This design comes from an exercise in tuning for small area, a short achievable clock period and few clock cycles on the open sky130 flow, not from production work.
Only simulation tests tie the RTL to the original design; equivalence was not proved.
No activity file was given, so power comes from the tool's default toggle rates.

==> v16 <==
## mac_top
module mac_top #(
  parameter int NR = 4       
) (
  input  logic         clk,
  input  logic         reset,
  input  logic         cmd_valid,
  output logic         cmd_ready,
  input  logic [11:0]  cmd,
  input  logic         beat_valid,
  output logic         beat_ready,
  input  logic [63:0]  beat,
  output logic         res_valid,
  input  logic         res_ready,
  output logic [127:0] res
);
clock: 12.5 ns
lec_check: 0
cap_margin: 20
core_margin: 2
core_utilization: 40
cts_cluster_diameter: 150
cts_cluster_size: 30
slew_margin: 20
synth_hierarchical: 1
standard.sh (not shown) runs the stock make flow with config.mk's settings and CLKGATE_MAP_FILE= SYNTH_SCRIPT=/design/flow/synth_recipe.tcl, a recipe that flattens the netlist after the stock synthesis.
==> flow/flow/run.sh <==
#!/bin/bash
# Layout flow: the standard flow (standard.sh: ORFS synthesis, floorplan,
# placement, clock tree, routing and finish, all unchanged) with two changes:
#  - its timing repair (after floorplan, after clock tree synthesis and after
#    global routing) is asked for setup slack beyond what the 12.5 ns clock
#    needs, so that it sizes and buffers the design for a shorter achieved
#    period;
#  - every port still gets its own buffer, but a plain buf_2 rather than the
#    delay cell buffer_ports picks by default.
# The clock period, the SDC, the synthesis, the clock tree and the power grid
# are the standard flow's.  make's whole output goes to flow.log here; each
# ORFS step also keeps its own log under orfs/logs/.
set -euo pipefail
export SETUP_SLACK_MARGIN=8.55
export BUFFER_PORTS_ARGS="-buffer_cell sky130_fd_sc_hd__buf_2"
bash standard.sh > flow.log 2>&1
==> v9: changes against v16 <==
--- a/flow/design.v
+++ b/flow/design.v
@@ -38,13 +38,13 @@
   always_ff @(posedge clk) begin
     if (reset) begin
       a_valid    <= 1'b0;
       a_started  <= 1'b0;
       b_valid    <= 1'b0;
       pend       <= 2'd0;
-      cmd_ready  <= 1'b1;    
+      cmd_ready  <= 1'b0;
       beat_ready <= 1'b0;
     end else begin
       a_valid    <= a_valid_d;
       a_started  <= a_started_d;
       b_valid    <= b_valid_d;
       pend       <= pend_d;
@@ -3854,14 +3854,13 @@
   input  logic [NR*64-1:0] rows,
   input  logic [3:0]     ob,
   output logic           res_valid,
   input  logic           res_ready,
   output logic [127:0]   res
 );
-  logic [63:0]  low;
-  logic [9:0]   cnt [4];     
+  logic [63:0]  low, high;
   logic [3:1]   pl;          
   logic [63:0]  base;
   logic [3:1]   plk;
   logic [3:0]   ft;          
   logic [63:0]  x, y;
   logic [2:0]   cc0, cc1, cc2, cc3;
@@ -3869,12 +3868,13 @@
   logic [3:0]   co;          
   logic [3:0]   e;
   logic [2:0]   p_cc0, p_cc1, p_cc2, p_cc3;
   logic [3:0]   p_cpa, p_e;
   logic         acc_single, acc_dual;
   logic [3:0]   dm, dz, dp, dq;
+  logic [63:0]  h_m1, h_p1, h_p2, hp;
   logic         acc_done;
   logic         move;
   logic [127:0] unpacked;
   assign base = keep ? low : 64'd0;
   assign plk  = keep ? pl : 3'd0;
   assign ft   = {1'b1, single, ~quad, single};
@@ -3935,32 +3935,60 @@
   function automatic integer fbot(input integer c, input logic sg, input logic du);
     fbot = sg ? c : du ? (c & 2) : 0;
   endfunction
   function automatic integer ftop(input integer c, input logic sg, input logic du);
     ftop = sg ? c : du ? (c | 1) : 3;
   endfunction
-  logic [9:0] k_m1 [4], k_p1 [4], k_p2 [4];
+  logic [3:0] a1, a0, a2;         
+  logic [15:0] c_m1 [4], c_p1 [4], c_p2 [4];
+  for (genvar c = 0; c < 4; c++) begin : g_step
+    mac_step16 u_step (
+      .h  (high[16*c +: 16]),
+      .m1 (c_m1[c]),
+      .p1 (c_p1[c]),
+      .p2 (c_p2[c]),
+      .a1 (a1[c]),
+      .a0 (a0[c]),
+      .a2 (a2[c])
+    );
+  end
   always_comb begin
-    for (int k = 0; k < 4; k++) begin
-      k_m1[k] = cnt[k] - 10'd1;
-      k_p1[k] = cnt[k] + 10'd1;
-      k_p2[k] = cnt[k] + 10'd2;
+    for (int c = 0; c < 4; c++) begin
+      integer s;
+      logic lo1, lo0, lq1;        
+      s = fbot(c, acc_single, acc_dual);
+      lo1 = 1'b1;
+      lo0 = 1'b1;
+      lq1 = 1'b1;
+      for (int k = 0; k < 3; k++) begin
+        if (k >= s && k < c) begin
+          lo1 = lo1 & a1[k];
+          lo0 = lo0 & a0[k];
+          lq1 = lq1 & ((k == s) ? a2[k] : a1[k]);
+        end
+      end
+      h_m1[16*c +: 16] = lo0 ? c_m1[c] : high[16*c +: 16];
+      h_p1[16*c +: 16] = lo1 ? c_p1[c] : high[16*c +: 16];
+      h_p2[16*c +: 16] = (s == c) ? c_p2[c] : lq1 ? c_p1[c] : high[16*c +: 16];
     end
   end
-  always_ff @(posedge clk) begin
-    for (int k = 0; k < 4; k++) begin
-      if (v & (first | ~accum)) cnt[k] <= 10'd0;
-      else cnt[k] <= ({10{dm[k]}} & k_m1[k]) | ({10{dz[k]}} & cnt[k])
-                   | ({10{dp[k]}} & k_p1[k]) | ({10{dq[k]}} & k_p2[k]);
+  always_comb begin
+    for (int c = 0; c < 4; c++) begin
+      integer f;
+      f = ftop(c, acc_single, acc_dual);
+      hp[16*c +: 16] = ({16{dm[f]}} & h_m1[16*c +: 16]) | ({16{dz[f]}} & high[16*c +: 16])
+                     | ({16{dp[f]}} & h_p1[16*c +: 16]) | ({16{dq[f]}} & h_p2[16*c +: 16]);
     end
   end
+  always_ff @(posedge clk) begin
+    high <= (v & (first | ~accum)) ? 64'd0 : hp;
+  end
   logic [3:0]  ci;            
   logic [3:0]  fc;            
   logic [63:0] low_f, high_f;
   logic [3:0]  em, ez, ep, eq;
-  logic [9:0]  hf [4];
   logic [15:0] l_p1 [4];
   logic [3:0]  la1;           
   for (genvar c = 0; c < 4; c++) begin : g_linc
     mac_inc16 u_inc (
       .h  (low[16*c +: 16]),
       .p1 (l_p1[c]),
@@ -3975,22 +4003,17 @@
       fc[c] = (ftop(c, acc_single, acc_dual) == c) & ci[c] & la1[c];
     end
     em = dm & ~fc;
     ez = (dz & ~fc) | (dm & fc);
     ep = (dp & ~fc) | (dz & fc);
     eq = dq | (dp & fc);
-    for (int k = 0; k < 4; k++)
-      hf[k] = ({10{em[k]}} & k_m1[k]) | ({10{ez[k]}} & cnt[k])
-            | ({10{ep[k]}} & k_p1[k]) | ({10{eq[k]}} & k_p2[k]);
     for (int c = 0; c < 4; c++) begin
       integer f;
       f = ftop(c, acc_single, acc_dual);
-      if (fbot(c, acc_single, acc_dual) == c)
-        high_f[16*c +: 16] = {{6{hf[f][9]}}, hf[f]};
-      else
-        high_f[16*c +: 16] = {16{hf[f][9]}};
+      high_f[16*c +: 16] = ({16{em[f]}} & h_m1[16*c +: 16]) | ({16{ez[f]}} & high[16*c +: 16])
+                         | ({16{ep[f]}} & h_p1[16*c +: 16]) | ({16{eq[f]}} & h_p2[16*c +: 16]);
     end
   end
   always_comb begin
     for (int m = 0; m < 8; m++) begin
       if (acc_single)
         unpacked[16*m +: 16] = (m % 2 == 0) ? low_f[16*(m/2) +: 16] : high_f[16*(m/2) +: 16];
@@ -4019,16 +4042,29 @@
   input  logic [15:0] a,
   input  logic [15:0] b,
   input  logic        ci,
   output logic [15:0] s,
   output logic        co
 );
-  logic [17:0] t;
-  assign t  = {1'b0, a, ci} + {1'b0, b, ci};
-  assign s  = t[16:1];
-  assign co = t[17];
+  assign {co, s} = {1'b0, a} + {1'b0, b} + 17'(ci);
+endmodule
+module mac_step16 (
+  input  logic [15:0] h,
+  output logic [15:0] m1,
+  output logic [15:0] p1,
+  output logic [15:0] p2,
+  output logic        a1,      
+  output logic        a0,      
+  output logic        a2       
+);
+  assign m1 = h - 16'd1;
+  assign p1 = h + 16'd1;
+  assign p2 = h + 16'd2;
+  assign a1 = &h;
+  assign a0 = ~|h;
+  assign a2 = &h[15:1];
 endmodule
 module mac_inc16 (
   input  logic [15:0] h,
   output logic [15:0] p1,
   output logic        a1       
 );
--- a/flow/flow/run.sh
+++ b/flow/flow/run.sh
@@ -8,9 +8,9 @@
 #  - every port still gets its own buffer, but a plain buf_2 rather than the
 #    delay cell buffer_ports picks by default.
 # The clock period, the SDC, the synthesis, the clock tree and the power grid
 # are the standard flow's.  make's whole output goes to flow.log here; each
 # ORFS step also keeps its own log under orfs/logs/.
 set -euo pipefail
-export SETUP_SLACK_MARGIN=8.55
+export SETUP_SLACK_MARGIN=8.4
 export BUFFER_PORTS_ARGS="-buffer_cell sky130_fd_sc_hd__buf_2"
 bash standard.sh > flow.log 2>&1
- CTS_CLUSTER_DIAMETER: 150 -> default
- CTS_CLUSTER_SIZE: 30 -> default
==> v8: changes against v16 <==
- CTS_CLUSTER_DIAMETER: 150 -> default
- CTS_CLUSTER_SIZE: 30 -> default
==> notes <==
Between v16 and v9, the lower sequential power is in v16 (gap 5.6%, measured against v9).
Between v16 and v9, the lower synthesized cell count is in v16 (gap about 12%, measured against v9).
Of v8 and v9, v8 has the higher sequential share of layout area (gap 1.6 points).
Between v8 and v16, the lower setup slack is in v8 (gap 0.082 ns).
In v16 the synthesized area is smaller than in v9, by 9.5%.
Worst hold slack is about the same in v9 and v8.
The lowest via count belongs to v16, the highest to v9.
Non-clock buffer count: v16 is lower than v9 (30).
Testbench counts of v16, summed over its fixed seeds: cycles 16,039.
Testbench counts of v9, summed over its fixed seeds: cycles 16,047.
Testbench counts of v8, summed over its fixed seeds: cycles 16,039.

## re-timing with driven ports
The flow's constraints put no driver on any port. The routed layouts listed below were extracted and timed again, unchanged, in two steps.
Step 1: set_driving_cell puts a clkbuf_16 on clk and a buf_2 on each other input, an assumption about the parent block.
Step 2 also shifts input and output timing later by t, the mid clock arrival at the registers, as if the neighbouring blocks saw the same clock.
Three values: ideal ports, drivers, drivers and shift; two values: the first two.
run	t (ns)	slack for setup (ns)	worst setup path after step 2	worst data-port slew with drivers (ns)
v16	0.767	8.554 / 8.533 / 8.073	input to register	0.11
v9	0.814	8.382 / 8.382 / 7.970	input to register	0.10
v8	0.792	8.471 / 8.471 / 8.044	input to register	0.11
After both steps every run listed still meets setup and hold. The setup slack of v16, which loses most, moves by -0.021 ns with the drivers and by -0.481 ns with both steps.
